This design comes from an exercise in tuning for small area and few clock cycles per item on the open sky130 flow, not from production work.
Only simulation tests tie the RTL to the original design; equivalence was not proved.
Power and IR drop assume default switching activity.

[flow/config.mk]
export PLATFORM = sky130hd
export DESIGN_NAME = fixed_point_q24_8_alu
export DESIGN_NICKNAME = fixed_point_q24_8_alu
export VERILOG_FILES = /design/flow/design.v
export SDC_FILE = /design/flow/constraint.sdc
export NUM_CORES = 4
export LEC_CHECK = 0
export CAP_MARGIN = 20
export CORE_MARGIN = 2
export CORE_UTILIZATION = 40
export CTS_BUF_LIST = sky130_fd_sc_hd__clkbuf_8
export SLEW_MARGIN = 20
[flow/constraint.sdc]
create_clock -name core_clock -period 15.0 [get_ports {clock}]
set_input_delay 3.0000 -clock core_clock [delete_from_list [all_inputs] [get_ports {clock}]]
set_output_delay 3.0000 -clock core_clock [all_outputs]
set_load 0.01 [all_outputs]
[flow/design.v]
package fqa_pkg;
   localparam int WORD_W = 32;
   localparam int FRAC_W = 8;
   localparam int STEPS_PER_CYC = 2;
   localparam int R_W = 41;
   localparam int S_W = 33;
   localparam logic [WORD_W-1:0] MAX_W = {1'b0, {(WORD_W-1){1'b1}}};
   localparam logic [WORD_W-1:0] MIN_W = {1'b1, {(WORD_W-1){1'b0}}};
   localparam logic [3:0] OP_ADD     = 4'd0;
   localparam logic [3:0] OP_SUB     = 4'd1;
   localparam logic [3:0] OP_MUL     = 4'd2;
   localparam logic [3:0] OP_DIV     = 4'd3;
   localparam logic [3:0] OP_GT      = 4'd4;
   localparam logic [3:0] OP_LT      = 4'd5;
   localparam logic [3:0] OP_GE      = 4'd6;
   localparam logic [3:0] OP_LE      = 4'd7;
   localparam logic [3:0] OP_EQ      = 4'd8;
   localparam logic [3:0] OP_NE      = 4'd9;
   localparam logic [3:0] OP_MIN     = 4'd10;
   localparam logic [3:0] OP_MAX     = 4'd11;
   localparam logic [3:0] OP_INC     = 4'd12;
   localparam logic [3:0] OP_DEC     = 4'd13;
   localparam logic [3:0] OP_TOINT   = 4'd14;
   localparam logic [3:0] OP_FROMINT = 4'd15;
endpackage
import fqa_pkg::*;
module fqa_simple_ops (
   input  logic [3:0]        kind,
   input  logic [WORD_W-1:0] a,
   input  logic [WORD_W-1:0] b,
   input  logic [WORD_W:0]   sum,
   output logic [WORD_W:0]   add_b,
   output logic              add_c,
   output logic [WORD_W-1:0] res,
   output logic              cmp,
   output logic              ovf
);
   logic              sub;
   logic [WORD_W-1:0] op2;
   logic              lt_ab, lt_ba, eq, aovf, fi_hi, fi_lo;
   always_comb begin
      sub = 1'b1;
      op2 = b;
      case (kind)
         OP_ADD: begin sub = 1'b0; op2 = b; end
         OP_INC: begin sub = 1'b1; op2 = '1; end
         OP_DEC: begin sub = 1'b0; op2 = '1; end
         default: begin sub = 1'b1; op2 = b; end
      endcase
   end
   assign add_b = {op2[WORD_W-1], op2} ^ {(WORD_W+1){sub}};
   assign add_c = sub;
   assign aovf = sum[WORD_W] != sum[WORD_W-1];
   assign eq = sum[WORD_W-1:0] == '0;
   assign lt_ab = sum[WORD_W];
   assign lt_ba = !lt_ab && !eq;
   assign fi_hi = !a[WORD_W-1] && (a[WORD_W-2:WORD_W-FRAC_W-1] != '0);
   assign fi_lo = a[WORD_W-1] && (a[WORD_W-2:WORD_W-FRAC_W-1] != '1);
   always_comb begin
      res = '0;
      cmp = 1'b0;
      ovf = 1'b0;
      case (kind)
         OP_ADD, OP_SUB, OP_INC, OP_DEC: begin
            ovf = aovf;
            res = sum[WORD_W-1:0];
         end
         OP_GT: cmp = lt_ba;
         OP_LT: cmp = lt_ab;
         OP_GE: cmp = !lt_ab;
         OP_LE: cmp = !lt_ba;
         OP_EQ: cmp = eq;
         OP_NE: cmp = !eq;
         OP_MIN: res = lt_ab ? a : b;
         OP_MAX: res = lt_ba ? a : b;
         OP_TOINT: res = {{FRAC_W{a[WORD_W-1]}}, a[WORD_W-1:FRAC_W]};
         OP_FROMINT: begin
            ovf = fi_hi || fi_lo;
            res = {a[WORD_W-FRAC_W-1:0], {FRAC_W{1'b0}}};
         end
         default: res = '0;
      endcase
   end
endmodule
import fqa_pkg::*;
module fqa_div_stage #(
   parameter bit SHARED = 1'b0
) (
   input  logic              is_div,
   input  logic              use_alt,
   input  logic [WORD_W:0]   alt_a,
   input  logic [WORD_W:0]   alt_b,
   input  logic              alt_c,
   output logic [WORD_W:0]   sum,
   input  logic [R_W-1:0]    r_in,
   input  logic [S_W-1:0]    s_in,
   input  logic              st_in,
   input  logic [WORD_W-1:0] d,
   output logic [R_W-1:0]    r_out,
   output logic [S_W-1:0]    s_out,
   output logic              st_out
);
   localparam int HI_W = R_W - WORD_W - 1;    
   logic              x, c33, dsub;
   logic [WORD_W:0]   op2;
   logic [WORD_W+1:0] t;
   logic [HI_W-1:0]   hi;
   logic              hi_c;
   assign x = s_in[S_W-1];
   assign dsub = is_div & !r_in[WORD_W+1];
   assign op2 = ({1'b0, d} & {(WORD_W+1){is_div | x}}) ^ {(WORD_W+1){dsub}};
   logic [WORD_W:0] aa, bb;
   logic            cc;
   if (SHARED) begin : g_sh
      assign aa = use_alt ? alt_a : r_in[WORD_W:0];
      assign bb = use_alt ? alt_b : op2;
      assign cc = use_alt ? alt_c : dsub;
   end else begin : g_nsh
      assign aa = r_in[WORD_W:0];
      assign bb = op2;
      assign cc = dsub;
   end
   assign t = {1'b0, aa} + {1'b0, bb} + {{(WORD_W+1){1'b0}}, cc};
   assign sum = t[WORD_W:0];
   assign c33 = t[WORD_W+1];
   assign {hi_c, hi} = {1'b0, r_in[R_W-1:WORD_W+1]} + {{HI_W{1'b0}}, c33 & !is_div};
   assign r_out = {hi[HI_W-2:0], t[WORD_W:0], 1'b0};
   assign s_out = {s_in[S_W-2:0], is_div & !t[WORD_W]};
   assign st_out = st_in | (is_div ? x : (hi_c | hi[HI_W-1]));
endmodule
import fqa_pkg::*;
module fixed_point_q24_8_alu (
   input  logic              clock,
   input  logic              reset,
   input  logic              req_valid,
   output logic              req_ready,
   input  logic [3:0]        req_kind,
   input  logic [WORD_W-1:0] req_operand_a,
   input  logic [WORD_W-1:0] req_operand_b,
   output logic              rsp_valid,
   input  logic              rsp_ready,
   output logic [WORD_W-1:0] rsp_result_value,
   output logic              rsp_compare_flag,
   output logic              rsp_overflow_flag,
   output logic              rsp_divide_by_zero
);
   function automatic logic [WORD_W-1:0] inc_w(logic [WORD_W-1:0] x, logic c);
      logic [WORD_W-1:0] y;
      logic              cc;
      cc = c;
      for (int i = 0; i < WORD_W; i++) begin
         y[i] = x[i] ^ cc;
         cc = cc & x[i];
      end
      inc_w = y;
   endfunction
   logic              vld, busy, op_div, op_md, neg, sticky, cmp_r, dz_r;
   logic [4:0]        cnt;
   logic [R_W-1:0]    r_q;
   logic [S_W-1:0]    s_q;
   logic [WORD_W-1:0] d_q;
   logic accept;
   assign req_ready = !busy && (!vld || rsp_ready);
   assign accept = req_valid && req_ready;
   logic [WORD_W-1:0] s_res;
   logic              s_cmp, s_ovf;
   logic [WORD_W:0] sh_sum, sh_b;
   logic            sh_c;
   fqa_simple_ops u_simple (
      .kind (req_kind),
      .a    (req_operand_a),
      .b    (req_operand_b),
      .sum  (sh_sum),
      .add_b(sh_b),
      .add_c(sh_c),
      .res  (s_res),
      .cmp  (s_cmp),
      .ovf  (s_ovf)
   );
   logic              na, nb, is_mul, is_div;
   logic [WORD_W-1:0] ma, mb, a_sh, b_sh;
   logic [5:0]        la, lb, lb_e;
   logic signed [7:0] sa, n_div;
   logic [5:0]        n_mul;
   logic              mul_zero, mul_ovf, div_dz, div_zero, div_ovf;
   logic              start_mul, start_div, imm_sticky, imm_neg;
   assign na = req_operand_a[WORD_W-1];
   assign nb = req_operand_b[WORD_W-1];
   assign ma = na ? (~req_operand_a + WORD_W'(1)) : req_operand_a;
   assign mb = nb ? (~req_operand_b + WORD_W'(1)) : req_operand_b;
   logic [WORD_W-1:0] av [0:4];
   logic [WORD_W-1:0] bv [0:4];
   logic [4:1]        za, zb;
   assign av[0] = ma;
   assign bv[0] = mb;
   for (genvar l = 0; l < 4; l++) begin : g_norm
      localparam int SH = 16 >> l;
      assign za[4-l] = av[l][WORD_W-1 -: SH] == '0;
      assign zb[4-l] = bv[l][WORD_W-1 -: SH] == '0;
      assign av[l+1] = za[4-l] ? {av[l][WORD_W-SH-1:0], {SH{1'b0}}} : av[l];
      assign bv[l+1] = zb[4-l] ? {bv[l][WORD_W-SH-1:0], {SH{1'b0}}} : bv[l];
   end
   assign la = (av[4][WORD_W-1:WORD_W-2] == 2'b00) ? 6'd32 : {1'b0, za, !av[4][WORD_W-1]};
   assign lb = (bv[4][WORD_W-1:WORD_W-2] == 2'b00) ? 6'd32 : {1'b0, zb, !bv[4][WORD_W-1]};
   assign is_mul = req_kind == OP_MUL;
   assign is_div = req_kind == OP_DIV;
   assign lb_e = {1'b0, zb, 1'b0};
   assign b_sh = bv[4];
   assign a_sh = av[4][WORD_W-1] ? {2'b00, av[4][WORD_W-1:2]} : av[4];
   assign sa = $signed({3'b000, za, 1'b0}) - (av[4][WORD_W-1] ? 8'sd2 : 8'sd0);
   assign n_div = 8'sd10 - sa + $signed({2'b00, lb_e});
   logic mx_a;
   assign mx_a = za >= zb;
   assign n_mul = 6'd32 - (mx_a ? {1'b0, za, 1'b0} : lb_e);
   assign mul_zero = la[5] | lb[5];
   assign mul_ovf = (7'(la) + 7'(lb)) <= 7'd22;
   assign div_dz = lb[5];
   assign div_zero = la[5] || (n_div <= 8'sd0);
   assign div_ovf = n_div >= 8'sd37;
   assign start_mul = is_mul && !mul_zero && !mul_ovf;
   assign start_div = is_div && !div_dz && !div_zero && !div_ovf;
   assign imm_sticky = s_ovf || (is_mul && mul_ovf) || (is_div && (div_dz || div_ovf));
   assign imm_neg = (is_div && div_dz) ? na : (na ^ nb);
   logic [R_W-1:0] r_st [0:STEPS_PER_CYC];
   logic [S_W-1:0] s_st [0:STEPS_PER_CYC];
   logic           st_st [0:STEPS_PER_CYC];
   logic [WORD_W:0] sum_st [0:STEPS_PER_CYC-1];
   assign r_st[0] = r_q;
   assign s_st[0] = s_q;
   assign st_st[0] = sticky;
   assign sh_sum = sum_st[0];
   for (genvar i = 0; i < STEPS_PER_CYC; i++) begin : g_step
      fqa_div_stage #(.SHARED(i == 0)) u_step (
         .is_div (op_div),
         .use_alt(!busy),
         .alt_a  ({req_operand_a[WORD_W-1], req_operand_a}),
         .alt_b  (sh_b),
         .alt_c  (sh_c),
         .sum    (sum_st[i]),
         .r_in   (r_st[i]),
         .s_in   (s_st[i]),
         .st_in  (st_st[i]),
         .d      (d_q),
         .r_out  (r_st[i+1]),
         .s_out  (s_st[i+1]),
         .st_out (st_st[i+1])
      );
   end
   always_ff @(posedge clock) begin
      if (reset) begin
         vld <= 1'b0;
         busy <= 1'b0;
      end else if (busy) begin
         if (cnt == 5'd1 || st_st[STEPS_PER_CYC]) begin
            busy <= 1'b0;
            vld <= 1'b1;
         end
      end else if (accept) begin
         busy <= start_mul || start_div;
         vld <= !(start_mul || start_div);
      end else if (rsp_ready) begin
         vld <= 1'b0;
      end
   end
   always_ff @(posedge clock) begin
      if (busy) begin
         r_q <= r_st[STEPS_PER_CYC];
         s_q <= s_st[STEPS_PER_CYC];
         sticky <= st_st[STEPS_PER_CYC];
         cnt <= cnt - 5'd1;
      end else if (accept) begin
         op_div <= is_div;
         op_md <= is_mul || is_div;
         neg <= (is_mul || is_div) ? imm_neg : (s_ovf && req_operand_a[WORD_W-1]);
         sticky <= imm_sticky;
         cmp_r <= s_cmp;
         dz_r <= is_div && div_dz;
         cnt <= is_div ? n_div[5:1] : n_mul[5:1];
         r_q <= is_div ? {(R_W-WORD_W)'(0), a_sh} : {s_res, (R_W-WORD_W)'(0)};
         s_q <= is_mul ? {(mx_a ? av[4] : b_sh), 1'b0} : '0;
         d_q <= is_div ? b_sh : mx_a ? mb : ma;
      end
   end
   logic [WORD_W-1:0] m;
   logic              rb, ovf_c, ovf;
   assign m = op_div ? s_q[S_W-1:1] : r_q[R_W-1:R_W-WORD_W];
   assign rb = op_div ? s_q[0] : r_q[R_W-WORD_W-1];
   assign ovf_c = op_md && (neg ? (m[WORD_W-1] && ((|m[WORD_W-2:0]) || rb))
                                : (m[WORD_W-1] || ((&m[WORD_W-2:0]) && rb)));
   assign ovf = sticky || ovf_c;
   assign rsp_valid = vld;
   assign rsp_result_value = ovf ? (neg ? MIN_W : MAX_W)
                                 : inc_w(m ^ {WORD_W{neg}}, neg ^ rb);
   assign rsp_compare_flag = cmp_r;
   assign rsp_overflow_flag = ovf;
   assign rsp_divide_by_zero = dz_r;
endmodule
[flow/flow/run.sh]
#!/bin/bash
# Standard layout, with buf_2 port buffers and power recovery (downsizing
# cells off the critical paths) after global routing.
set -e
export BUFFER_PORTS_ARGS="-buffer_cell sky130_fd_sc_hd__buf_2"
export RECOVER_POWER=100
bash standard.sh > standard.log 2>&1
[flow/standard.sh]
#!/bin/bash
# synth_recipe.tcl (not shown) runs the flow's synth.tcl, then flattens the netlist and writes it again
# the make line also repeats each setting of config.mk as NAME=value (left out here)
make -C /OpenROAD-flow-scripts/flow DESIGN_CONFIG=/design/flow/config.mk WORK_HOME=/design/flow/orfs CLKGATE_MAP_FILE= SYNTH_SCRIPT=/design/flow/synth_recipe.tcl "${@:-finish}"
==> out/metrics.yaml, run 1 <==
final_max_slew_viol_count: 230
design.core.area_sq_um: 51410
hold_path_startpoint: "r_q[0]"
timing.final.hold_violations: 0
drt_iter0_drc: 3526
post_cts_buffers: 0
cts_buffers: 17
drt-pass1-iter-count: 6
cts_buffer_depth: 2
synth_edf_count: 116
grt-ovfl-total: 0
p_per_area_nw_per_um2: 109.7
final_area_sq_um: 22110
fmax_mhz: 70.31
initial_core_util_pct: 40.53
worst_setup_path_end_kind: "flop"
synth_cell_types: 106
path_clk_slew_ns: 0.08
clock-sinks: 119
syn_inst: 2693
seq_area_frac_synth_pct: 17.01
io_buffers: 108
critPathBufInv: 2
worst_clock_skew_ns: 0.02006
route.detailed.wl_per_inst_um: 34.19
cp_data_arrival_time_ns: 14.51
clock_latency_ns: 0.51
crit_chain: "clkbuf_1 -> nor4_1 -> nand4_1 -> o41ai_1 -> xor2_1 -> o2111a_1 -> nand2_1 -> a221oi_1 -> o21ai_0 -> nand2_1 -> ha_1 -> nand2b_1 -> a21o_1 -> a21o_1 -> a21oi_1 -> buf_4 -> and3_1 -> a21oi_1 -> o31ai_1"
dpl_cell_area_sq_um: 21830
drive_above_1_share_pct: 11.12
cts_hold_buf: 0
synth_nets: 2895
viasPerCell: 7.045
grt_pass1_wl_mm: 161.8
cts-resized-gates: 0
ir_drop_mv: 0.05635
cap_viol_max_count: 7
grt_pass1_vias: 21678
final_cells: 3380
hp-class: "flop to flop"
rows: 83
finalNetCount: 2886
worst_pin_slew_ns: 4.565
reg2reg_depth: 46
required_ns: 15.29
grt_util_all_layers_pct: 41.79
cts_root_buf: "clkbuf_8"
slowest_stage: "nor4_1"
holdWs_ns: 0.4796
final.min_clock_period_ns: 14.22
h-tree-depth: 4
dp.cells: 3345
cts_tree: "yes"
r2r_slack_ns: 3.01
synthArstFlopShare_pct: 0
max_stage_delay_ns: 1.50
place_congestion: 1.072
dp_hpwl_mm: 90.84
die_h_um: 232.2
ios: 109
status: "complete, but fails checks"
die_area_sq_um: 53920
power.leakage_uw: 0.008366
grt_setup_unrepaired: "false"
maxSlewHeadroom_pct: -204.3
antenna_found_initial: 9
synth_area_per_cell_sq_um: 7.736
fin_crit_sh_pct: 94.81
grt_max_degree: 72
synth_top_flop_cell: "edfxtp_1"
die_x_um: 232.2
tns_ns: 0
setup_viol: 0
checkFailReasons: "max-capacitance violations, max-slew violations"
start_kind: "input pin"
ys_ff_latch: 119
critPathTopFamily: "compound AO/OA/AOI/OAI gates"
mappedNetlistArea_sq_um: 20830
nFillCells: 5383
cp_max_fo: 50
synthToLayoutAreaGrowth_pct: 6.114
path_class: "input pin to flop"
power_uw: 2424
hold_depth: 2
ys_warn_count: 13
drcViolationCount: 0
r2r_end: "vld"
wirelength_mm: 115.6
hold_end: "r_q[0]"
worstReg2RegStart: "op_div"
ant_nets: 0
vias: 23813
-- area by class of cell --
class / count / area (sq um) / area share, %
Timing Repair Buffer: 187 / 1064 / 4.811
Multi-Input combinational cell: 2288 / 15970 / 72.23
Tap cell: 680 / 850.8 / 3.849
Sequential cell: 119 / 3547 / 16.05
Inverter: 71 / 266.5 / 1.206
Antenna cell: 3 / 7.507 / 0.03396
Clock buffer: 17 / 234.0 / 1.058
Clock inverter: 15 / 170.2 / 0.7698
-- metrics by stage --
step           utilization, %  setup slack [ns]
4_1_cts                 43.26             1.674
5_1_grt                 42.99            0.4840
3_3_place_gp            42.47             1.260
2_1_floorplan               -             2.016
6_report                43.00            0.7779
3_5_place_dp            42.47             1.182
-- tightest hold or removal path, stage by stage (launching register included) --
cell	delay [ns]
dfxtp_1	0.34
nand2_1	0.05
o21ai_0	0.06
-- per-layer routing --
layer  part of all wire, %  vias to the layer above  track usage, %
li1                      -                    10245               -
met1                    41                    11587           56.32
met2                    42                     1643           62.30
met3                    10                      334           7.895
met4                   6.4                        4           23.50
met5                 0.028                        -               0
-- power breakdown --
group | total (uW) | internal [uW] | switching (uW)
Combinational | 1620 | 562 | 1050
Sequential | 488 | 421 | 67.3
Clock | 320 | 152 | 168
Total | 2420 | 1130 | 1290
-- flip-flops by register name, summed over array words and instances (netlist names) --
signal  count
r_q        41
op_md       1
vld         1
dz_r        1
neg         1
sticky      1
cmp_r       1
d_q        32
cnt         5
busy        1
s_q        33
op_div      1
-- cell families after synthesis --
kind of cell / Yosys count / share of synthesized area [%]
flip-flops: 119 / 17.01
AND/OR/NAND/NOR: 825 / 19.66
buffers and inverters: 286 / 6.342
AO/OA/AOI/OAI: 913 / 29.90
adder cells (fa/ha/maj): 130 / 7.988
multiplexers: 178 / 8.925
XOR/XNOR: 242 / 10.17
-- how the worst max path moves through the flow --
stage / slack [ns] / depth (start not counted) / endpoint / start
final: 0.78 / 19 / s_q[4] / req_operand_a[2]
after global routing: 0.48 / 19 / s_q[4] / req_operand_a[2]
after CTS: 1.67 / 45 / vld / req_kind[3]
after detailed placement: 1.18 / 45 / vld / req_kind[3]
after global placement: 1.26 / 45 / vld / req_kind[3]
after floorplan: 2.02 / 46 / vld / req_kind[3]
-- cells in the final DEF (no fill, tap or decap), drive strengths merged, types with 39 or more instances in the layout --
cell type | netlist | routed
edfxtp | 116 | 116
mux2i | 126 | 126
nand2 | 215 | 215
nand3 | 60 | 60
o211ai | 42 | 42
xor2 | 56 | 56
nand4 | 39 | 39
nor2 | 220 | 220
o22ai | 62 | 62
o21ai | 192 | 192
a221oi | 48 | 48
nor4 | 45 | 45
a21oi | 185 | 185
nor3 | 65 | 65
o31ai | 44 | 44
xnor2 | 186 | 186
mux2 | 52 | 52
inv | 70 | 76
buf | 72 | 144
ha | 125 | 125
clkbuf | 142 | 60
a21o | 73 | 73
-- cells in the mapped netlist, drive strengths merged (20+ instances only) --
library cell | count | area (sq um)
xor2 | 56 | 490.5
mux2i | 126 | 1274
nor3 | 65 | 325.3
a221oi | 48 | 439.2
o211ai | 42 | 320.3
inv | 70 | 262.8
nand2 | 215 | 824.5
a21oi | 185 | 940.9
o22ai | 62 | 387.9
edfxtp | 116 | 3483
nor2b | 20 | 125.1
a31oi | 27 | 183.9
nand2b | 20 | 125.1
or3 | 33 | 206.5
or4 | 23 | 187.7
nand4 | 39 | 250.2
o31ai | 44 | 330.3
mux2 | 52 | 585.6
ha | 125 | 1564
clkbuf | 142 | 538.0
nor2 | 220 | 825.8
o21ai | 192 | 964.7
nand3 | 60 | 300.3
buf | 72 | 506.7
or2 | 24 | 155.2
nor4 | 45 | 330.3
xnor2 | 186 | 1629
a21o | 73 | 548.0
a22oi | 27 | 202.7
Testbench counts, summed over its fixed seeds: cycles 23,173, items 16,000.
==> run 2: changes to the inputs <==
==> flow/flow/run.sh (replaced) <==
#!/bin/bash
# Standard layout, with buf_1 port buffers and power recovery (downsizing
# cells off the critical paths) after global routing.
set -e
export BUFFER_PORTS_ARGS="-buffer_cell sky130_fd_sc_hd__buf_1"
export RECOVER_POWER=100
bash standard.sh > standard.log 2>&1
==> out/metrics.yaml, run 2 <==
grt-ovfl-total: 0
ys_ff_latch: 119
path_class: "input pin to flop"
hold_end: "r_q[0]"
worstReg2RegStart: "op_div"
r2r_end: "vld"
clock-sinks: 119
final_cells: 3433
cts_root_buf: "clkbuf_8"
max_stage_delay_ns: 1.32
layout_commonest_cell: "nor2_1"
synth_cell_types: 106
crit_chain: "buf_1 -> clkbuf_1 -> nor4_1 -> nand3_1 -> o41ai_1 -> xor2_1 -> o2111a_1 -> clkbuf_1 -> nand2_1 -> a221oi_1 -> o21ai_0 -> nand2_1 -> ha_1 -> nand2b_1 -> a21o_1 -> a21o_1 -> a21oi_2 -> clkbuf_2 -> nand2_1 -> o211ai_1 -> o21ai_0"
nFillCells: 5282
cts_tree: "yes"
regArea_sq_um: 3547
ys_top_cells_by_count: "nor2_1, nand2_1, o21ai_0, xnor2_1, a21oi_1"
hold_depth: 2
grt_util_all_layers_pct: 42.91
cap_viol_max_count: 6
timing.final.hold_violations: 0
synthTopCellsByArea: "edfxtp_1, xnor2_1, ha_1"
path_clk_slew_ns: 0.09
fmax_mhz: 70.12
vias: 24082
checkFailReasons: "max-capacitance violations, max-slew violations"
cts-resized-gates: 0
grt_max_degree: 71
p_per_area_nw_per_um2: 109.4
multi_input_area_sq_um: 15990
ir_drop_mv: 0.06747
status: "complete, but fails checks"
synth_most_common_cell: "nor2_1"
yosys.area.top_type: "edfxtp_1"
drive_above_1_share_pct: 10.19
drcViolationCount: 0
synth_edf_count: 116
synth_area_per_cell_sq_um: 7.736
holdWs_ns: 0.4739
pwr-share-comb_pct: 66.3
largestRegisters: "r_q x41, s_q x33, d_q x32"
tns_ns: 0
grt.met3_usage_pct: 9.050
cts_buffers: 17
cp_max_fo: 33
die_area_sq_um: 53920
drt_iter0_drc: 3385
p_sw_share_pct: 53.41
reg2reg_depth: 46
worst_setup_path_end_kind: "flop"
power.leakage_uw: 0.008430
antenna_found_initial: 2
mappedNetlistArea_sq_um: 20830
final_cell_mix: "nor2_1, nand2_1, o21ai_0"
met2_usage_pct: 63.37
power_frac_clock_pct: 13.9
initial_core_util_pct: 40.53
fin_crit_sh_pct: 95.07
ant_nets: 0
dp.cells: 3397
post_cts_buffers: 0
p_sw_uw: 1311
maxSlewHeadroom_pct: -201.6
wirelength_mm: 118.4
largest-register: "r_q"
setup_viol: 0
worst_pin_slew_ns: 4.524
synthArstFlopShare_pct: 0
synthToLayoutAreaGrowth_pct: 7.718
h-tree-depth: 4
ios: 109
place_congestion: 1.039
grt_setup_unrepaired: "false"
synth_top_flop_cell: "edfxtp_1"
crit_path_frequent_cell: "nand2_1"
cp_data_arrival_time_ns: 14.38
synth_nets: 2895
rows: 83
r2r_slack_ns: 2.29
die_h_um: 232.2
design.core.area_sq_um: 51410
final_max_slew_viol_count: 212
grtUsageMet1_pct: 57.83
die_x_um: 232.2
slowest_stage: "a21oi_2"
hold_path_startpoint: "r_q[0]"
ys_warn_count: 13
cts_buffer_depth: 2
required_ns: 15.12
syn_inst: 2693
hp-class: "flop to flop"
drt-pass1-iter-count: 6
critPathTopFamily: "compound AO/OA/AOI/OAI gates"
dp_hpwl_mm: 92.33
worst_clock_skew_ns: 0.01961
start_kind: "input pin"
synth_top_cell_area_share_pct: 16.72
clock_latency_ns: 0.51
route.detailed.wl_per_inst_um: 34.49
grt-busiest-layer: "met2"
final.min_clock_period_ns: 14.26
power_uw: 2454
power_frac_seq_pct: 19.9
grt_pass1_wl_mm: 165.7
internal-power_uw: 1144
finalNetCount: 2938
grt_pass1_vias: 21953
cts_hold_buf: 0
viasPerCell: 7.015
seq_area_frac_synth_pct: 17.01
largest_reg_flops: 41
io_buffers: 108
critPathBufInv: 4
postLayoutCoreUtil_pct: 43.65
[run 2: cell counts after synthesis]
No cell type changed its count.
[run 2: cells by family (layout without fill, tap and decap cells)]
logic type	count (synthesis)	in the layout	synth area share (%)
buffers and inverters	286	342	6.342
XOR/XNOR	242	242	10.17
flip-flops	119	119	17.01
multiplexers	178	178	8.925
AO/OA/AOI/OAI	913	913	29.90
other	0	4	0
AND/OR/NAND/NOR	825	825	19.66
adder cells (fa/ha/maj)	130	130	7.988
[run 2: how the worst max path moves through the flow]
| stage | to | start | cells past startpoint |
|---|---|---|---|
| finish | d_q[11] | req_operand_a[15] | 21 |
| global route | vld | req_kind[3] | 45 |
| CTS | vld | req_kind[3] | 45 |
| detailed placement | vld | req_kind[3] | 45 |
| global placement | vld | req_kind[3] | 45 |
| floorplan | vld | req_kind[3] | 46 |
[run 2: final cells by class]
class                           count  share of cell area [%]
Antenna cell                        4                 0.04461
Clock buffer                       18                   1.104
Clock inverter                     14                  0.7750
Inverter                           71                   1.188
Multi-Input combinational cell   2288                   71.25
Sequential cell                   119                   15.81
Tap cell                          680                   3.791
Timing Repair Buffer              239                   6.044
[run 2: tightest hold or removal path, stage by stage, from the launching register on]
cell     delay [ns]
dfxtp_1        0.35
nand2_1        0.05
o21ai_0        0.05
[run 2: power by group through the flow]
stage                     combinational [uW]  sequential, uW  clock (uW)
after floorplan                         1040             450           0
after global placement                  1570             488           0
after detailed placement                1560             488           0
after CTS                               1580             480         337
after global routing                    1710             488         352
final                                   1630             488         340
[run 2: stage by stage]
stage          instance area [sq um]  setup slack [ns]
6_report                       22440            0.7396
3_5_place_dp                   22090            0.9036
5_1_grt                        22430            0.3209
2_1_floorplan                  20830             2.016
3_3_place_gp                   22090             1.077
4_1_cts                        22510             1.452
[run 2: per-layer routing]
metal  routed length (um)  vias to the layer above
met5                    0                        -
met4                 8411                        0
met3                12750                      363
met2                48870                     1734
met1                48370                    11645
li1                     -                    10340
==> run 3: changes to the inputs <==
==> flow/flow/run.sh (replaced) <==
#!/bin/bash
# Standard layout, with buf_1 port buffers.
set -e
export BUFFER_PORTS_ARGS="-buffer_cell sky130_fd_sc_hd__buf_1"
bash standard.sh > standard.log 2>&1
==> out/metrics.yaml, run 3 <==
status: "finished clean"
synth_area_per_cell_sq_um: 7.736
dp_hpwl_mm: 92.33
maxSlewHeadroom_pct: 21.76
start_kind: "input pin"
worst_setup_path_end_kind: "flop"
cts_buffer_depth: 2
holdWs_ns: 0.4773
final_cell_mix: "nor2_1, nand2_1, o21ai_0"
h-tree-depth: 4
timing.final.hold_violations: 0
ant_nets: 0
vias: 23992
grt_setup_unrepaired: "false"
synth_edf_count: 116
design.core.area_sq_um: 51410
rows: 83
yosys.area_share.simple_pct: 19.66
cts_tree: "yes"
die_h_um: 232.2
synth_top_flop_cell: "edfxtp_1"
synth_compound_area_share_pct: 29.90
multi_input_area_sq_um: 16040
worst_pin_slew_ns: 1.163
r2r_end: "vld"
ir_drop_mv: 0.06703
dpl_cell_area_sq_um: 22090
wirelength_mm: 118.6
synth_top_cell_area_share_pct: 16.72
synth_mux_area_share_pct: 8.925
finalWorstSetupSlack_ns: 1.117
critPathTopFamily: "compound AO/OA/AOI/OAI gates"
fmax_mhz: 72.03
worst_clock_skew_ns: 0.01956
synth_cell_types: 106
fin_crit_sh_pct: 92.56
mappedNetlistArea_sq_um: 20830
viasPerCell: 6.993
cts-resized-gates: 0
yosys.area.top_type: "edfxtp_1"
cp_max_fo: 31
nFillCells: 5268
finalNetCount: 2938
ys_ff_latch: 119
critPathBufInv: 3
ios: 109
grt-ovfl-total: 0
initial_core_util_pct: 40.53
final.min_clock_period_ns: 13.88
seq_area_frac_synth_pct: 17.01
synthToLayoutAreaGrowth_pct: 8.108
dpl_worst_slack_ns: 0.9036
grt_pass1_vias: 21953
clock_latency_ns: 0.51
cap_viol_max_count: 0
synth_top_family_by_area: "compound AO/OA/AOI/OAI gates"
required_ns: 15.39
syn_inst: 2693
synthArstFlopShare_pct: 0
cts_root_buf: "clkbuf_8"
route.met2.wl_mm: 49.10
final_max_slew_viol_count: 0
worstReg2RegStart: "op_div"
highest_layer: "met4"
regArea_sq_um: 3547
met1Wirelength_mm: 48.39
final_area_sq_um: 22520
die_x_um: 232.2
route.detailed.wl_per_inst_um: 34.55
crit_path_start: "req_kind[3]"
cp.depth: 45
largest-register: "r_q"
path_class: "input pin to flop"
grt_max_degree: 71
reg2reg_depth: 46
post_cts_buffers: 0
synthAdderAreaFrac_pct: 7.988
ys_top_cells_by_count: "nor2_1, nand2_1, o21ai_0, xnor2_1, a21oi_1"
setup_viol: 0
r2r_slack_ns: 2.46
die_area_sq_um: 53920
cp_data_arrival_time_ns: 14.27
ys_warn_count: 13
antenna_found_initial: 2
drcViolationCount: 0
synth_nets: 2895
dr_wl_met3_mm: 13.06
synth-xor-area-share_pct: 10.17
synth_most_common_cell: "nor2_1"
grt_pass1_wl_mm: 165.7
grt_util_all_layers_pct: 42.91
synthTopCellsByArea: "edfxtp_1, xnor2_1, ha_1"
largestRegisters: "r_q x41, s_q x33, d_q x32"
endpoint: "vld"
postLayoutCoreUtil_pct: 43.81
tns_ns: 0
power.leakage_uw: 0.008487
cts_hold_buf: 0
path_clk_slew_ns: 0.10
io_buffers: 108
max_stage_delay_ns: 0.83
largest_reg_flops: 41
layout_commonest_cell: "nor2_1"
clock-sinks: 119
drt_iter0_drc: 3501
drive_above_1_share_pct: 11.20
cts_buffers: 17
place_congestion: 1.039
hp-class: "flop to flop"
slowest_stage: "o311ai_0"
drt-pass1-iter-count: 7
p_per_area_nw_per_um2: 109.2
-- run 3: routing by layer --
metal | global-route usage (%) | vias to the layer above
met2 | 63.37 | 1691
met5 | 0 | -
met1 | 57.83 | 11612
li1 | - | 10353
met3 | 9.050 | 336
met4 | 23.86 | 0
-- run 3: cells by family after synthesis --
logic type                 Yosys count
buffers and inverters              286
AOI/OAI and AO/OA                  913
DFF                                119
adders and majority gates          130
and+or+nand+nor                    825
muxes                              178
xor gates and xnor gates           242
-- run 3: per-stage QoR --
stage,cells,power (uW)
after floorplan,2693,1491
after global placement,3397,2056
after detailed placement,3397,2051
after CTS,3429,2393
after global routing,3430,2551
final,3431,2460
-- run 3: worst min path at each step --
stage | startpoint | end | slack [ns] | depth (start not counted)
finish | r_q[0] | r_q[0] | 0.48 | 2
global route | r_q[0] | r_q[0] | 0.53 | 2
CTS | r_q[0] | r_q[0] | 0.47 | 2
detailed placement | r_q[0] | r_q[0] | 0.45 | 2
global placement | r_q[0] | r_q[0] | 0.46 | 2
floorplan | r_q[0] | r_q[0] | 0.42 | 2
-- run 3: worst reg2reg max path, delay by kind of cell, from the launching register on --
kind	cells	cell delay [ns]
flip-flops	1	0.36
buffers and inverters	5	1.43
adder cells (fa/ha/maj)	5	1.41
AO/OA/AOI/OAI	25	6.80
multiplexers	1	0.09
AND/OR/NAND/NOR	10	2.33
-- run 3: layout make-up --
class	count	share of cell area (%)
antenna	2	0.02222
clock buffer	18	1.100
clock inverter	14	0.7722
inverter	71	1.183
multi-input combinational	2288	71.22
sequential	119	15.75
tap	680	3.778
timing repair buffer	239	6.178
-- run 3: power by group --
group | internal, uW | leakage (uW) | switching [uW]
registers | 418 | 0.00118 | 67.0
logic | 567 | 0.00709 | 1070
clock network | 160 | 0.000219 | 180
==> run 4: changes to the inputs <==
==> flow/run.sh (new file) <==
#!/bin/bash
# synth_recipe.tcl (not shown) runs the flow's synth.tcl, then flattens the netlist and writes it again
# the make line also repeats each setting of config.mk as NAME=value (left out here)
make -C /OpenROAD-flow-scripts/flow DESIGN_CONFIG=/design/flow/config.mk WORK_HOME=/design/flow/orfs CLKGATE_MAP_FILE= SYNTH_SCRIPT=/design/flow/synth_recipe.tcl finish
--- a/flow/config.mk
+++ b/flow/config.mk
@@ -9,4 +9,3 @@
 export CORE_MARGIN = 2
 export CORE_UTILIZATION = 40
-export CTS_BUF_LIST = sky130_fd_sc_hd__clkbuf_8
 export SLEW_MARGIN = 20
removed: flow/flow/run.sh
removed: flow/standard.sh
==> out/metrics.yaml, run 4 <==
place_congestion: 1.088
fmax_mhz: 73.00
final.min_clock_period_ns: 13.70
p_per_area_nw_per_um2: 110.5
hp-class: "flop to flop"
grt_pass1_wl_mm: 159.4
status: "finished clean"
ys_top_cells_by_count: "nor2_1, nand2_1, o21ai_0, xnor2_1, a21oi_1"
maxSlewHeadroom_pct: 23.04
mappedNetlistArea_sq_um: 20830
max_stage_delay_ns: 0.55
cp_max_fo: 9
required_ns: 15.31
synth_top_cell_area_share_pct: 16.72
cap_viol_max_count: 0
cp_data_arrival_time_ns: 14.01
multi_input_area_sq_um: 16040
timing.final.hold_violations: 0
synth_cell_types: 106
clock_latency_ns: 0.45
ys_warn_count: 13
post_cts_buffers: 0
layout_commonest_cell: "nor2_1"
dp_hpwl_mm: 90.26
drive_above_1_share_pct: 10.50
synthArstFlopShare_pct: 0
seq_area_frac_synth_pct: 17.01
cts_root_buf: "clkbuf_16"
grt_setup_unrepaired: "false"
grt_pass1_vias: 21760
cts_buffers: 17
synth_most_common_cell: "nor2_1"
worst_pin_slew_ns: 1.142
drt-pass1-iter-count: 8
cts_hold_buf: 0
regArea_sq_um: 3547
antenna_found_initial: 7
path_class: "input pin to flop"
start_kind: "input pin"
nFillCells: 5174
synth_edf_count: 116
ios: 109
finalNetCount: 2922
wirelength_mm: 114.6
clock-sinks: 119
cts_tree: "yes"
postLayoutCoreUtil_pct: 45.16
synth_top_flop_cell: "edfxtp_1"
grt_util_all_layers_pct: 41.26
initial_core_util_pct: 40.53
worst_clock_skew_ns: 0.008011
largest-register: "r_q"
tns_ns: 0
syn_inst: 2693
largestRegisters: "r_q x41, s_q x33, d_q x32"
grt_max_degree: 65
fin_crit_sh_pct: 91.33
die_h_um: 232.2
ys_ff_latch: 119
synth_area_per_cell_sq_um: 7.736
grt-ovfl-total: 0
h-tree-depth: 4
slowest_stage: "clkdlybuf4s50_1"
power.leakage_uw: 0.008746
synthTopCellsByArea: "edfxtp_1, xnor2_1, ha_1"
die_area_sq_um: 53920
synth_nets: 2895
vias: 23894
die_x_um: 232.2
drt_iter0_drc: 3568
viasPerCell: 6.993
io_buffers: 108
design.core.area_sq_um: 51410
final_max_slew_viol_count: 0
crit_path_frequent_cell: "a21o_1"
drcViolationCount: 0
route.detailed.wl_per_inst_um: 33.53
path_clk_slew_ns: 0.06
largest_reg_flops: 41
worst_setup_path_end_kind: "flop"
ant_nets: 0
yosys.area.top_type: "edfxtp_1"
final_cell_mix: "nor2_1, nand2_1, o21ai_0"
rows: 83
cts-resized-gates: 0
ir_drop_mv: 0.06160
synthToLayoutAreaGrowth_pct: 11.44
setup_viol: 0
cts_buffer_depth: 2
[run 4: kinds of logic after synthesis]
group	Yosys count	synth area share [%]
mux	178	8.925
flops	119	17.01
compound gates	913	29.90
xor+xnor	242	10.17
buf+inv	286	6.342
fa+ha+maj	130	7.988
simple gates	825	19.66
[run 4: worst paths after layout]
check / startpoint / to / slack, ns / depth (start not counted)
worst max-delay path: req_kind[3] / vld / 1.30 / 47
worst min-delay path: r_q[0] / r_q[0] / 0.48 / 2
worst max register to register: op_div / vld / 3.11 / 46
worst min register to register: r_q[0] / r_q[0] / 0.48 / 2
[run 4: routing by layer]
layer / track usage (%) / up-vias / wire length (um)
li1: - / 10313 / -
met1: 52.76 / 11483 / 44410
met4: 24.32 / 2 / 8117
met2: 62.00 / 1727 / 48350
met3: 11.08 / 369 / 13680
met5: 0 / - / 14
[run 4: critical path, delay by kind of cell]
family	cells	cell delay, ns
AO/OA/AOI/OAI	26	5.99
AND/OR/NAND/NOR	7	1.93
adder cells (fa/ha/maj)	5	1.40
buffers and inverters	6	1.28
multiplexers	2	0.24
XOR/XNOR	1	0.16
[run 4: power breakdown]
group          internal (uW)  switching (uW)
sequential               419            67.3
combinational            613            1070
clock                    226             165
[run 4: area by class of cell]
| cell class | count | share of cell area [%] |
|---|---|---|
| multi-input combinational | 2288 | 69.11 |
| sequential | 119 | 15.28 |
| timing repair buffer | 223 | 8.424 |
| tap | 680 | 3.665 |
| clock buffer | 20 | 1.881 |
| inverter | 71 | 1.148 |
| clock inverter | 12 | 0.4527 |
| antenna | 4 | 0.04312 |
[run 4: metrics by stage]
stage	area, sq um	hold slack (ns)	total power (uW)	std cells	setup WS (ns)
finish	23210	0.4843	2564	3417	1.301
global placement	22640	0.4497	2117	3380	1.315
detailed placement	22650	0.4616	2111	3380	1.074
CTS	23190	0.4755	2504	3412	1.506
global route	23200	0.5069	2661	3413	0.6807
floorplan	20830	0.4249	1491	2693	2.016
==> run 5: changes to the inputs <==
--- a/flow/design.v
+++ b/flow/design.v
@@ -155,4 +155,18 @@
       inc_w = y;
    endfunction
+   function automatic logic [WORD_W-1:0] inc_b(logic [WORD_W-1:0] x, logic c);
+      logic [WORD_W-1:0] y;
+      logic              bc, cc;
+      bc = c;
+      for (int k = 0; k < WORD_W / 4; k++) begin
+         cc = bc;
+         for (int i = 0; i < 4; i++) begin
+            y[4*k+i] = x[4*k+i] ^ cc;
+            cc = cc & x[4*k+i];
+         end
+         bc = bc & (&x[4*k +: 4]);
+      end
+      inc_b = y;
+   endfunction
    logic              vld, busy, op_div, op_md, neg, sticky, cmp_r, dz_r;
    logic [4:0]        cnt;
@@ -187,6 +201,6 @@
    assign na = req_operand_a[WORD_W-1];
    assign nb = req_operand_b[WORD_W-1];
-   assign ma = na ? (~req_operand_a + WORD_W'(1)) : req_operand_a;
-   assign mb = nb ? (~req_operand_b + WORD_W'(1)) : req_operand_b;
+   assign ma = inc_b(req_operand_a ^ {WORD_W{na}}, na);
+   assign mb = inc_b(req_operand_b ^ {WORD_W{nb}}, nb);
    logic [WORD_W-1:0] av [0:4];
    logic [WORD_W-1:0] bv [0:4];
==> flow/flow/run.sh (new file) <==
#!/bin/bash
# Standard layout, with the port buffers made of buf_2 cells.
set -e
export BUFFER_PORTS_ARGS="-buffer_cell sky130_fd_sc_hd__buf_2"
bash standard.sh > standard.log 2>&1
==> flow/standard.sh (new file) <==
#!/bin/bash
# synth_recipe.tcl (not shown) runs the flow's synth.tcl, then flattens the netlist and writes it again
# the make line also repeats each setting of config.mk as NAME=value (left out here)
make -C /OpenROAD-flow-scripts/flow DESIGN_CONFIG=/design/flow/config.mk WORK_HOME=/design/flow/orfs CLKGATE_MAP_FILE= SYNTH_SCRIPT=/design/flow/synth_recipe.tcl "${@:-finish}"
--- a/flow/config.mk
+++ b/flow/config.mk
@@ -9,3 +9,4 @@
 export CORE_MARGIN = 2
 export CORE_UTILIZATION = 40
+export CTS_BUF_LIST = sky130_fd_sc_hd__clkbuf_8
 export SLEW_MARGIN = 20
removed: flow/run.sh
==> out/metrics.yaml, run 5 <==
dp_hpwl_mm: 80.34
initial_core_util_pct: 40.35
synth_area_per_cell_sq_um: 7.605
synth_top_flop_cell: "edfxtp_1"
worst_clock_skew_ns: 0.02423
yosys.area.top_type: "edfxtp_1"
maxSlewHeadroom_pct: 22.43
final_cells: 3404
power_uw: 2330
power.leakage_uw: 0.008956
synthArstFlopShare_pct: 0
dpl_worst_slack_ns: 1.474
tns_ns: 0
vias: 23002
final_cell_mix: "nand2_1, o21ai_0, nor2_1"
grt_util_all_layers_pct: 36.98
h-tree-depth: 4
synth_edf_count: 116
synth_nets: 2966
synth_cell_types: 95
ir_drop_mv: 0.05797
die_area_sq_um: 53470
grt_pass1_wl_mm: 145.0
setup_viol: 0
cts_root_buf: "clkbuf_8"
max_stage_delay_ns: 0.83
drcViolationCount: 0
synth_most_common_cell: "nand2_1"
fin_crit_sh_pct: 89.89
post_cts_buffers: 0
slowest_stage: "nor3_1"
required_ns: 15.41
reg2reg_depth: 44
synth_top_cell_area_share_pct: 16.86
finalNetCount: 2959
antenna_found_initial: 5
fmax_mhz: 74.17
holdWs_ns: 0.5218
dp.cells: 3370
synthTopCellsByArea: "edfxtp_1, ha_1, xnor2_1"
mappedNetlistArea_sq_um: 20660
worst_setup_path_end_kind: "flop"
largest-register: "r_q"
cts_buffers: 17
status: "finished clean"
cp_data_arrival_time_ns: 13.89
ios: 109
wirelength_mm: 101.9
place_congestion: 1.073
route.detailed.wl_per_inst_um: 29.95
final.min_clock_period_ns: 13.48
syn_inst: 2716
grt_pass1_vias: 20969
grt-ovfl-total: 0
die_h_um: 231.2
ant_nets: 0
ys_top_cells_by_count: "nand2_1, o21ai_0, nor2_1, a21oi_1, ha_1"
die_x_um: 231.2
design.core.area_sq_um: 51200
path_class: "input pin to flop"
cts_hold_buf: 0
p_per_area_nw_per_um2: 104.9
cts_tree: "yes"
drt-pass1-iter-count: 7
drt_iter0_drc: 3318
io_buffers: 108
viasPerCell: 6.757
final_max_slew_viol_count: 0
path_clk_slew_ns: 0.08
clock-sinks: 119
timing.final.hold_violations: 0
clock_latency_ns: 0.52
start_kind: "input pin"
crit_path_frequent_cell: "a21oi_1"
grt_setup_unrepaired: "false"
cts-resized-gates: 0
worst_pin_slew_ns: 1.164
layout_commonest_cell: "nand2_1"
r2r_slack_ns: 3.27
grt_max_degree: 57
seq_area_frac_synth_pct: 17.15
finalWorstSetupSlack_ns: 1.517
largest_reg_flops: 41
ys_ff_latch: 119
ys_warn_count: 13
synthToLayoutAreaGrowth_pct: 7.560
cp_max_fo: 33
hp-class: "flop to flop"
drive_above_1_share_pct: 11.43
hold_depth: 1
largestRegisters: "r_q x41, s_q x33, d_q x32"
cts_buffer_depth: 2
cap_viol_max_count: 0
rows: 83
-- run 5: worst paths after layout --
| path | start | end |
|---|---|---|
| worst max register to register | op_div | busy |
| worst min register to register | r_q[0] | r_q[0] |
| worst max-delay path | req_kind[3] | busy |
| worst min-delay path | r_q[0] | r_q[0] |
-- run 5: through the flow --
stage	utilization [%]	cell area, sq um
6_report	43.40	22220
5_1_grt	43.39	22220
4_1_cts	43.39	22210
3_5_place_dp	42.54	21780
3_3_place_gp	42.52	21770
2_1_floorplan	-	20660
-- run 5: report_power, final --
group          total [uW]  switching [uW]  internal, uW
combinational        1500             964           532
sequential            479            62.0           417
clock                 354             172           182
-- run 5: worst max-delay path: cells and delay by family --
family | cells | cell delay, ns
AOI/OAI and AO/OA | 15 | 4.17
and+or+nand+nor | 17 | 3.60
buffers and inverters | 5 | 1.47
adders and majority gates | 3 | 0.94
xor gates and xnor gates | 2 | 0.34
muxes | 1 | 0.25
-- run 5: kinds of logic after synthesis --
| logic type | after synthesis | share of synthesized area, % |
|---|---|---|
| simple gates | 856 | 19.61 |
| compound gates | 835 | 26.46 |
| buf+inv | 298 | 5.779 |
| xor+xnor | 239 | 10.27 |
| mux | 191 | 9.764 |
| fa+ha+maj | 178 | 10.96 |
| flops | 119 | 17.15 |
-- run 5: final cells by class --
cell class | count | area, sq um
Fill cell | 5198 | 28980
Multi-Input combinational cell | 2299 | 16020
Sequential cell | 119 | 3547
Timing Repair Buffer | 163 | 953.4
Tap cell | 680 | 850.8
Inverter | 109 | 409.1
Clock buffer | 17 | 234.0
Clock inverter | 15 | 200.2
Antenna cell | 2 | 5.005
-- run 5: metal layers --
layer,wire [um],GRT usage (%),vias to the layer above
li1,-,-,10102
met1,40190,49.21,10995
met2,42680,54.71,1589
met3,12730,9.387,310
met4,6190,19.23,6
met5,156,1.746,-
Testbench counts of run 5, summed over its fixed seeds: cycles 23,173, items 16,000.
==> run 6: changes to the inputs <==
--- a/flow/design.v
+++ b/flow/design.v
@@ -169,4 +169,14 @@
       inc_b = y;
    endfunction
+   function automatic logic [WORD_W-1:0] abs_w(logic [WORD_W-1:0] x);
+      logic [WORD_W-1:0] y;
+      logic              seen;
+      seen = 1'b0;
+      for (int i = 0; i < WORD_W; i++) begin
+         y[i] = x[i] ^ (x[WORD_W-1] & seen);
+         seen = seen | x[i];
+      end
+      abs_w = y;
+   endfunction
    logic              vld, busy, op_div, op_md, neg, sticky, cmp_r, dz_r;
    logic [4:0]        cnt;
@@ -201,6 +211,6 @@
    assign na = req_operand_a[WORD_W-1];
    assign nb = req_operand_b[WORD_W-1];
-   assign ma = inc_b(req_operand_a ^ {WORD_W{na}}, na);
-   assign mb = inc_b(req_operand_b ^ {WORD_W{nb}}, nb);
+   assign ma = abs_w(req_operand_a);
+   assign mb = abs_w(req_operand_b);
    logic [WORD_W-1:0] av [0:4];
    logic [WORD_W-1:0] bv [0:4];
==> out/metrics.yaml, run 6 <==
status: "finished clean"
antenna_found_initial: 9
p_sw_share_pct: 52.71
dpl_worst_slack_ns: 1.352
vias: 23252
power_frac_seq_pct: 21.4
largest-register: "r_q"
timing.final.hold_violations: 0
path_clk_slew_ns: 0.09
power_frac_clock_pct: 13.4
cts_buffer_depth: 2
drive_above_1_share_pct: 12.23
route.detailed.wl_per_inst_um: 33.03
synthAdderAreaFrac_pct: 7.981
initial_core_util_pct: 40.27
grt_util_all_layers_pct: 40.07
ys_top_cells_by_count: "nor2_1, nand2_1, xnor2_1, a21oi_1, clkbuf_1"
synth_edf_count: 116
grt_pass1_vias: 21531
hp-class: "flop to flop"
final_cell_mix: "nor2_1, nand2_1, xnor2_1"
clock-sinks: 119
nFillCells: 5287
ant_nets: 0
slowest_stage: "a22oi_1"
die_x_um: 230.6
post_cts_buffers: 0
io_buffers: 108
design.core.area_sq_um: 50990
synth_top_family_by_area: "compound AO/OA/AOI/OAI gates"
p_sw_uw: 1190
drcViolationCount: 0
ios: 109
die_h_um: 230.6
yosys.area_share.simple_pct: 19.20
h-tree-depth: 4
clock_latency_ns: 0.52
final.min_clock_period_ns: 13.60
mappedNetlistArea_sq_um: 20540
final_area_sq_um: 21920
synth_nets: 2849
worst_clock_skew_ns: 0.02415
worst_setup_path_end_kind: "flop"
grt_max_degree: 67
ir_drop_mv: 0.06486
maxSlewHeadroom_pct: 14.06
die_area_sq_um: 53170
synth_most_common_cell: "nor2_1"
internal-power_uw: 1068
syn_inst: 2649
pwr-share-comb_pct: 65.2
final_max_slew_viol_count: 0
dpl_cell_area_sq_um: 21520
required_ns: 15.41
rows: 83
ys_ff_latch: 119
regArea_sq_um: 3547
cts_hold_buf: 0
grt-ovfl-total: 0
cp_data_arrival_time_ns: 14.01
path_class: "input pin to flop"
synthTopCellsByArea: "edfxtp_1, ha_1, xnor2_1"
drt_iter0_drc: 3350
power.leakage_uw: 0.008476
largest_reg_flops: 41
cts-resized-gates: 0
synthArstFlopShare_pct: 0
grt_pass1_wl_mm: 154.1
setup_viol: 0
cap_viol_max_count: 0
grt_setup_unrepaired: "false"
cts_tree: "yes"
finalWorstSetupSlack_ns: 1.399
worst_pin_slew_ns: 1.280
multi_input_area_sq_um: 15910
wirelength_mm: 109.8
start_kind: "input pin"
critPathTopFamily: "compound AO/OA/AOI/OAI gates"
cts_root_buf: "clkbuf_8"
finalNetCount: 2828
p_per_area_nw_per_um2: 103.0
synth_area_per_cell_sq_um: 7.752
synth_compound_area_share_pct: 30.57
r2r_slack_ns: 3.30
synthToLayoutAreaGrowth_pct: 6.720
fmax_mhz: 73.53
synth_mux_area_share_pct: 9.115
seq_area_frac_synth_pct: 17.25
cts_buffers: 17
synth_cell_types: 104
largestRegisters: "r_q x41, s_q x33, d_q x32"
dp_hpwl_mm: 86.08
ys_warn_count: 13
max_stage_delay_ns: 0.68
place_congestion: 1.077
synth_top_flop_cell: "edfxtp_1"
viasPerCell: 6.995
yosys.area.top_type: "edfxtp_1"
critPathBufInv: 3
postLayoutCoreUtil_pct: 42.98
tns_ns: 0
cp_max_fo: 14
synth_top_cell_area_share_pct: 16.96
drt-pass1-iter-count: 7
synth-xor-area-share_pct: 10.24
layout_commonest_cell: "nor2_1"
fin_crit_sh_pct: 90.67
[run 6: worst paths after layout]
kind | start | endpoint | cells past startpoint
setup / recovery | req_kind[0] | busy | 42
hold / removal | r_q[0] | r_q[0] | 1
setup reg to reg | busy | busy | 41
hold reg to reg | r_q[0] | r_q[0] | 1
[run 6: cell type report]
| class | count | area share (%) |
|---|---|---|
| multi-input cells | 2258 | 72.60 |
| flip-flops and latches | 119 | 16.19 |
| repair buffers | 164 | 4.385 |
| well taps | 680 | 3.882 |
| clock buffers | 19 | 1.193 |
| inverters | 68 | 1.165 |
| clock inverters | 13 | 0.5538 |
| diodes | 3 | 0.03425 |
[run 6: power by group through the flow]
stage | logic [uW] | registers (uW) | clock network (uW)
after detailed placement | 1400 | 482 | 0
after floorplan | 948 | 442 | 0
after global placement | 1410 | 483 | 0
after CTS | 1410 | 475 | 304
after global routing | 1540 | 480 | 318
final | 1470 | 483 | 303
[run 6: per-stage QoR]
stage | hold WS, ns | power, uW | instances
floorplan | 0.4418 | 1391 | 2649
global placement | 0.4860 | 1891 | 3289
detailed placement | 0.4773 | 1882 | 3289
CTS | 0.4985 | 2189 | 3321
global route | 0.5605 | 2340 | 3322
finish | 0.5101 | 2258 | 3324
[run 6: layer usage]
layer / vias to the layer above / share of wire (%) / track usage, %
met1: 11027 / 38 / 51.21
met3: 419 / 13 / 11.20
li1: 10060 / - / -
met4: 6 / 8.4 / 28.57
met2: 1740 / 41 / 57.81
met5: - / 0.029 / 0
[run 6: cell families after synthesis]
group	count (synthesis)
adder cells (fa/ha/maj)	128
buffers and inverters	272
AND/OR/NAND/NOR	808
flip-flops	119
multiplexers	180
XOR/XNOR	240
AO/OA/AOI/OAI	902
Testbench counts of run 6, summed over its fixed seeds: cycles 23,173, items 16,000.
==> run 7: changes to the inputs <==
--- a/flow/design.v
+++ b/flow/design.v
@@ -231,6 +231,8 @@
    assign lb_e = {1'b0, zb, 1'b0};
    assign b_sh = bv[4];
-   assign a_sh = av[4][WORD_W-1] ? {2'b00, av[4][WORD_W-1:2]} : av[4];
-   assign sa = $signed({3'b000, za, 1'b0}) - (av[4][WORD_W-1] ? 8'sd2 : 8'sd0);
+   logic a_dn;
+   assign a_dn = av[4][WORD_W-1] && !bv[4][WORD_W-1];
+   assign a_sh = a_dn ? {2'b00, av[4][WORD_W-1:2]} : av[4];
+   assign sa = $signed({3'b000, za, 1'b0}) - (a_dn ? 8'sd2 : 8'sd0);
    assign n_div = 8'sd10 - sa + $signed({2'b00, lb_e});
    logic mx_a;
==> out/metrics.yaml, run 7 <==
ant_nets: 0
holdWs_ns: 0.5071
dp_hpwl_mm: 81.76
synth_cell_types: 109
nFillCells: 5225
yosys.area.top_type: "edfxtp_1"
die_area_sq_um: 52540
seq_area_frac_synth_pct: 17.46
layout_commonest_cell: "nand2_1"
final.min_clock_period_ns: 14.26
route.met2.wl_mm: 42.39
postLayoutCoreUtil_pct: 43.42
slowest_stage: "o311ai_0"
ir_drop_mv: 0.06962
wirelength_mm: 104.4
vias: 22747
drcViolationCount: 0
synth_most_common_cell: "nand2_1"
synthToLayoutAreaGrowth_pct: 7.128
synth_top_flop_cell: "edfxtp_1"
ys_warn_count: 13
viasPerCell: 6.845
tns_ns: 0
final_cell_mix: "nand2_1, nor2_1, o21ai_0"
dr_wl_met3_mm: 12.93
cap_viol_max_count: 0
highest_layer: "met4"
synthArstFlopShare_pct: 0
synth_edf_count: 116
largest-register: "r_q"
dp.cells: 3286
drive_above_1_share_pct: 12.40
grt-ovfl-total: 0
hp-class: "flop to flop"
worst_clock_skew_ns: 0.01365
synthTopCellsByArea: "edfxtp_1, ha_1, xnor2_1"
required_ns: 15.38
worst_setup_path_end_kind: "flop"
route.detailed.wl_per_inst_um: 31.43
final_max_slew_viol_count: 0
h-tree-depth: 4
synth_area_per_cell_sq_um: 7.634
path_class: "input pin to flop"
cp_max_fo: 31
post_cts_buffers: 0
fmax_mhz: 70.10
mappedNetlistArea_sq_um: 20290
setup_viol: 0
ys_ff_latch: 119
cp_data_arrival_time_ns: 14.64
grt_pass1_vias: 21252
cts-resized-gates: 0
syn_inst: 2658
start_kind: "input pin"
grt_pass1_wl_mm: 148.7
drt-pass1-iter-count: 8
antenna_found_initial: 4
grt_setup_unrepaired: "false"
worst_pin_slew_ns: 1.022
finalWorstSetupSlack_ns: 0.7352
initial_core_util_pct: 40.53
cts_hold_buf: 0
cts_tree: "yes"
status: "finished clean"
grt_util_all_layers_pct: 38.61
dpl_worst_slack_ns: 0.5361
ios: 109
drt_iter0_drc: 3342
place_congestion: 1.056
cts_root_buf: "clkbuf_8"
largestRegisters: "r_q x41, s_q x33, d_q x32"
ys_top_cells_by_count: "nand2_1, nor2_1, o21ai_0, a21oi_1, xnor2_1"
p_per_area_nw_per_um2: 107.4
rows: 82
final_cells: 3323
path_clk_slew_ns: 0.09
clock-sinks: 119
cts_buffer_depth: 2
maxSlewHeadroom_pct: 31.60
cts_buffers: 17
met1Wirelength_mm: 41.42
io_buffers: 108
largest_reg_flops: 41
timing.final.hold_violations: 0
grt_max_degree: 80
synth_nets: 2860
die_x_um: 229.2
design.core.area_sq_um: 50070
finalNetCount: 2835
die_h_um: 229.2
fin_crit_sh_pct: 95.10
max_stage_delay_ns: 0.62
synth_top_cell_area_share_pct: 17.17
power.leakage_uw: 0.008495
clock_latency_ns: 0.50
## run 7: cell count changes after synthesis, moves of 15 or more
| cell | delta |
|---|---|
| o21ai_0 | +73 |
| a21boi_0 | -18 |
| nand2_1 | +64 |
| mux2i_1 | +15 |
| o21ai_1 | -27 |
| nor2_1 | -17 |
## run 7: worst max-delay path: cells and delay by family
kind / cells / cell delay, ns
AO/OA/AOI/OAI: 27 / 6.62
XOR/XNOR: 2 / 0.68
adder cells (fa/ha/maj): 4 / 1.21
buffers and inverters: 3 / 0.64
multiplexers: 1 / 0.39
AND/OR/NAND/NOR: 9 / 1.99
## run 7: layer usage
metal / global-route usage [%] / vias up
met1: 50.87 / 10839
met3: 9.624 / 342
met4: 25.34 / 0
met2: 55.70 / 1656
met5: 0 / -
li1: - / 9910
## run 7: layout make-up
cell class | count | area [sq um] | share of cell area [%]
timing repair buffer | 176 | 1067 | 4.910
tap | 672 | 840.8 | 3.868
multi-input combinational | 2260 | 15670 | 72.09
inverter | 59 | 229.0 | 1.053
antenna | 5 | 12.51 | 0.05756
sequential | 119 | 3547 | 16.32
clock buffer | 17 | 234.0 | 1.076
clock inverter | 15 | 136.4 | 0.6274
## run 7: per-stage QoR
| stage | power [uW] | instance area (sq um) |
|---|---|---|
| final | 2334 | 21740 |
| after global routing | 2435 | 21720 |
| after CTS | 2269 | 21710 |
| after detailed placement | 1968 | 21340 |
| after global placement | 1960 | 21340 |
| after floorplan | 1471 | 20290 |
## run 7: cells by family after synthesis
family | count (synthesis) | share of synthesized area, %
AOI/OAI and AO/OA | 867 | 28.80
xor gates and xnor gates | 241 | 10.48
adders and majority gates | 130 | 8.201
buffers and inverters | 279 | 5.796
DFF | 119 | 17.46
muxes | 188 | 9.576
and+or+nand+nor | 834 | 19.69
## run 7: final timing paths
kind | start | slack, ns | to | depth (start not counted)
worst min-delay path | r_q[0] | 0.51 | r_q[0] | 1
worst max-delay path | req_kind[3] | 0.74 | vld | 46
worst max register to register | op_div | 2.72 | vld | 44
worst min register to register | r_q[0] | 0.51 | r_q[0] | 1
## run 7: report_power, final
part	switching, uW	internal, uW
registers	66.3	417
logic	1000	554
clock network	177	120
Testbench counts of run 7, summed over its fixed seeds: cycles 23,027, items 16,000.
==> run 8: changes to the inputs <==
--- a/flow/design.v
+++ b/flow/design.v
@@ -96,4 +96,5 @@
    input  logic [S_W-1:0]    s_in,
    input  logic              st_in,
+   input  logic              q_ovf,
    input  logic [WORD_W-1:0] d,
    output logic [R_W-1:0]    r_out,
@@ -127,5 +128,5 @@
    assign r_out = {hi[HI_W-2:0], t[WORD_W:0], 1'b0};
    assign s_out = {s_in[S_W-2:0], is_div & !t[WORD_W]};
-   assign st_out = st_in | (is_div ? x : (hi_c | hi[HI_W-1]));
+   assign st_out = st_in | (is_div ? (q_ovf & !t[WORD_W]) : (hi_c | hi[HI_W-1]));
 endmodule
 import fqa_pkg::*;
@@ -256,4 +257,7 @@
    assign st_st[0] = sticky;
    assign sh_sum = sum_st[0];
+   logic q_ovf [0:STEPS_PER_CYC-1];
+   assign q_ovf[0] = cnt >= 5'd17;
+   assign q_ovf[1] = (cnt >= 5'd18) || (!neg && cnt >= 5'd17);
    for (genvar i = 0; i < STEPS_PER_CYC; i++) begin : g_step
       fqa_div_stage #(.SHARED(i == 0)) u_step (
@@ -267,4 +271,5 @@
          .s_in   (s_st[i]),
          .st_in  (st_st[i]),
+         .q_ovf  (q_ovf[i]),
          .d      (d_q),
          .r_out  (r_st[i+1]),
--- a/flow/config.mk
+++ b/flow/config.mk
@@ -8,5 +8,5 @@
 export CAP_MARGIN = 20
 export CORE_MARGIN = 2
-export CORE_UTILIZATION = 40
+export CORE_UTILIZATION = 55
 export CTS_BUF_LIST = sky130_fd_sc_hd__clkbuf_8
 export SLEW_MARGIN = 20
==> out/metrics.yaml, run 8 <==
drt-pass1-iter-count: 11
setup_viol: 0
worstReg2RegStart: "op_div"
final_cells: 3063
cts_buffers: 17
cp_max_fo: 33
critPathTopFamily: "compound AO/OA/AOI/OAI gates"
ir_drop_mv: 0.06233
syn_inst: 2615
worst_setup_path_end_kind: "flop"
design.core.area_sq_um: 35740
status: "finished clean"
post_cts_buffers: 0
grt_util_all_layers_pct: 49.59
route.detailed.wl_per_inst_um: 31.70
synthTopCellsByArea: "edfxtp_1, ha_1, xnor2_1"
synth_cell_types: 105
antenna_found_initial: 4
largest_reg_flops: 41
cts-resized-gates: 0
r2r_slack_ns: 3.14
seq_area_frac_synth_pct: 17.69
crit_path_start: "req_kind[3]"
timing.final.hold_violations: 0
ys_ff_latch: 119
grt-busiest-layer: "met2"
start_kind: "input pin"
drive_above_1_share_pct: 12.00
r2r_end: "vld"
required_ns: 15.39
grt-ovfl-total: 0
endpoint: "vld"
synth_nets: 2818
worst_clock_skew_ns: 0.03242
multi_input_area_sq_um: 15380
clock_latency_ns: 0.50
cts_buffer_depth: 2
hp-class: "flop to flop"
cap_viol_max_count: 0
final_max_slew_viol_count: 0
h-tree-depth: 4
drcViolationCount: 0
ant_nets: 0
synthToLayoutAreaGrowth_pct: 5.954
largest-register: "r_q"
yosys.area.top_type: "edfxtp_1"
max_stage_delay_ns: 0.58
wirelength_mm: 97.09
power.leakage_uw: 0.008132
place_congestion: 1.136
layout_commonest_cell: "nand2_1"
fin_crit_sh_pct: 90.92
reg2reg_depth: 42
io_buffers: 108
final.min_clock_period_ns: 13.64
synthArstFlopShare_pct: 0
ios: 109
grtUsageMet1_pct: 60.87
cts_tree: "yes"
nFillCells: 3346
cp_data_arrival_time_ns: 14.02
maxSlewHeadroom_pct: 18.75
mappedNetlistArea_sq_um: 20030
vias: 23224
cts_hold_buf: 0
grt_max_degree: 81
die_h_um: 194.8
dp_hpwl_mm: 74.45
synth_top_flop_cell: "edfxtp_1"
fmax_mhz: 73.32
die_area_sq_um: 37960
grt_pass1_vias: 20920
met2_usage_pct: 70.91
ys_top_cells_by_count: "nand2_1, o21ai_0, nor2_1, xnor2_1, clkbuf_1"
grt_pass1_wl_mm: 139.3
slowest_stage: "a2111oi_0"
synth_edf_count: 116
largestRegisters: "r_q x41, s_q x33, d_q x32"
grt.met3_usage_pct: 17.98
drt_iter0_drc: 3647
die_x_um: 194.8
finalNetCount: 2790
synth_area_per_cell_sq_um: 7.659
path_class: "input pin to flop"
dp.cells: 3029
cts_root_buf: "clkbuf_8"
synth_top_cell_area_share_pct: 17.39
tns_ns: 0
worst_pin_slew_ns: 1.208
crit_path_frequent_cell: "nand3_1"
final_cell_mix: "nand2_1, o21ai_0, xnor2_1"
rows: 69
viasPerCell: 7.582
clock-sinks: 119
critPathBufInv: 3
synth_most_common_cell: "nand2_1"
ys_warn_count: 15
p_per_area_nw_per_um2: 111.2
path_clk_slew_ns: 0.08
regArea_sq_um: 3547
cp.depth: 42
grt_setup_unrepaired: "false"
initial_core_util_pct: 56.04
-- run 8: cell count changes after synthesis, sizes merged, moves of 17 or more --
| cell | previous run | this run |
|---|---|---|
| a21oi | 178 | 161 |
| o21ai | 221 | 240 |
| nor2 | 216 | 174 |
| a21o | 67 | 38 |
| a221oi | 26 | 55 |
| nand2 | 273 | 249 |
| nor3 | 44 | 68 |
| inv | 57 | 92 |
-- run 8: layout make-up --
type / instances / share of cell area, %
Inverter: 96 / 1.710
Clock buffer: 17 / 1.103
Clock inverter: 15 / 0.8432
Antenna cell: 2 / 0.02358
Sequential cell: 119 / 16.72
Timing Repair Buffer: 160 / 4.387
Multi-Input combinational cell: 2193 / 72.50
Tap cell: 461 / 2.718
-- run 8: how the worst min path moves through the flow --
stage                       from  endpoint  slack (ns)  cells after the start
after floorplan           r_q[0]    r_q[0]        0.45                      2
after global placement    r_q[0]    r_q[0]        0.48                      2
after detailed placement  r_q[0]    r_q[0]        0.48                      2
after CTS                 r_q[0]    r_q[0]        0.49                      2
after global routing      r_q[0]    r_q[0]        0.53                      2
final                     r_q[0]    r_q[0]        0.50                      2
-- run 8: routing by layer --
metal / up-vias / wire length, um
li1: 9825 / -
met1: 10737 / 34110
met2: 2044 / 38320
met3: 608 / 14900
met4: 10 / 9684
met5: - / 75
-- run 8: worst min-delay path, stage by stage, from the launching register on --
cell and delay (ns):
dfxtp_1 0.33, inv_1 0.05, o22ai_1 0.07
-- run 8: power breakdown --
part / internal, uW / switching, uW
clock: 165 / 160
combinational: 529 / 1020
sequential: 418 / 66.7
-- run 8: logic make-up after synthesis --
| group | Yosys count | synth area share (%) |
|---|---|---|
| AOI/OAI and AO/OA | 870 | 29.39 |
| and+or+nand+nor | 767 | 18.44 |
| buffers and inverters | 303 | 6.029 |
| xor gates and xnor gates | 239 | 10.45 |
| muxes | 186 | 9.627 |
| adders and majority gates | 131 | 8.371 |
| DFF | 119 | 17.69 |
-- run 8: metrics by stage --
stage	hold WS [ns]	setup WS (ns)	cell area [sq um]	power, uW	util [%]
finish	0.4988	1.362	21220	2359	59.37
global route	0.5255	0.8062	21220	2441	59.36
CTS	0.4910	1.704	21200	2256	59.32
detailed placement	0.4796	1.273	20790	1937	58.16
global placement	0.4816	1.448	20790	1914	58.16
floorplan	0.4487	2.039	20030	1446	-
Testbench counts of run 8, summed over its fixed seeds: cycles 22,591, items 16,000.

[port drivers added, routing unchanged]
Ports are ideal in the flow. The routed layouts listed here were re-timed in OpenROAD. Step 1: set_driving_cell puts a clkbuf_16 on clock and a buf_2 on each other input, an assumption about the parent block. Step 2 times the ports against the registers' clock, not the clock port: input delays grow and output delays shrink by t, the midpoint of the rising clock arrivals with the driver on. Slacks: no drivers / after step 1 / after step 2; pairs: no drivers / after step 1.
run	t, ns	setup WS [ns]	hold slack, ns	worst data-port slew with drivers (ns)	cell pins on the clock port's net
run 1	0.553	0.778 / 0.805 / 0.252	0.480 / 0.480 / 0.480	0.06	1
run 2	0.555	0.740 / 0.773 / 0.218	0.474 / 0.474 / 0.474	0.06	1
run 3	0.556	1.117 / 1.148 / 0.592	0.477 / 0.477 / 0.477	0.06	1
run 4	0.495	1.301 / 1.328 / 0.833	0.484 / 0.484 / 0.484	0.05	1
run 5	0.560	1.517 / 1.554 / 0.994	0.522 / 0.522 / 0.522	0.06	1
run 6	0.560	1.399 / 1.436 / 0.876	0.510 / 0.510 / 0.510	0.05	1
run 7	0.548	0.735 / 0.769 / 0.221	0.507 / 0.507 / 0.507	0.04	1
run 8	0.538	1.362 / 1.398 / 0.860	0.499 / 0.499 / 0.499	0.05	1
The setup slack of run 1, which loses most, moves by +0.027 ns with the drivers and by -0.526 ns with both steps.
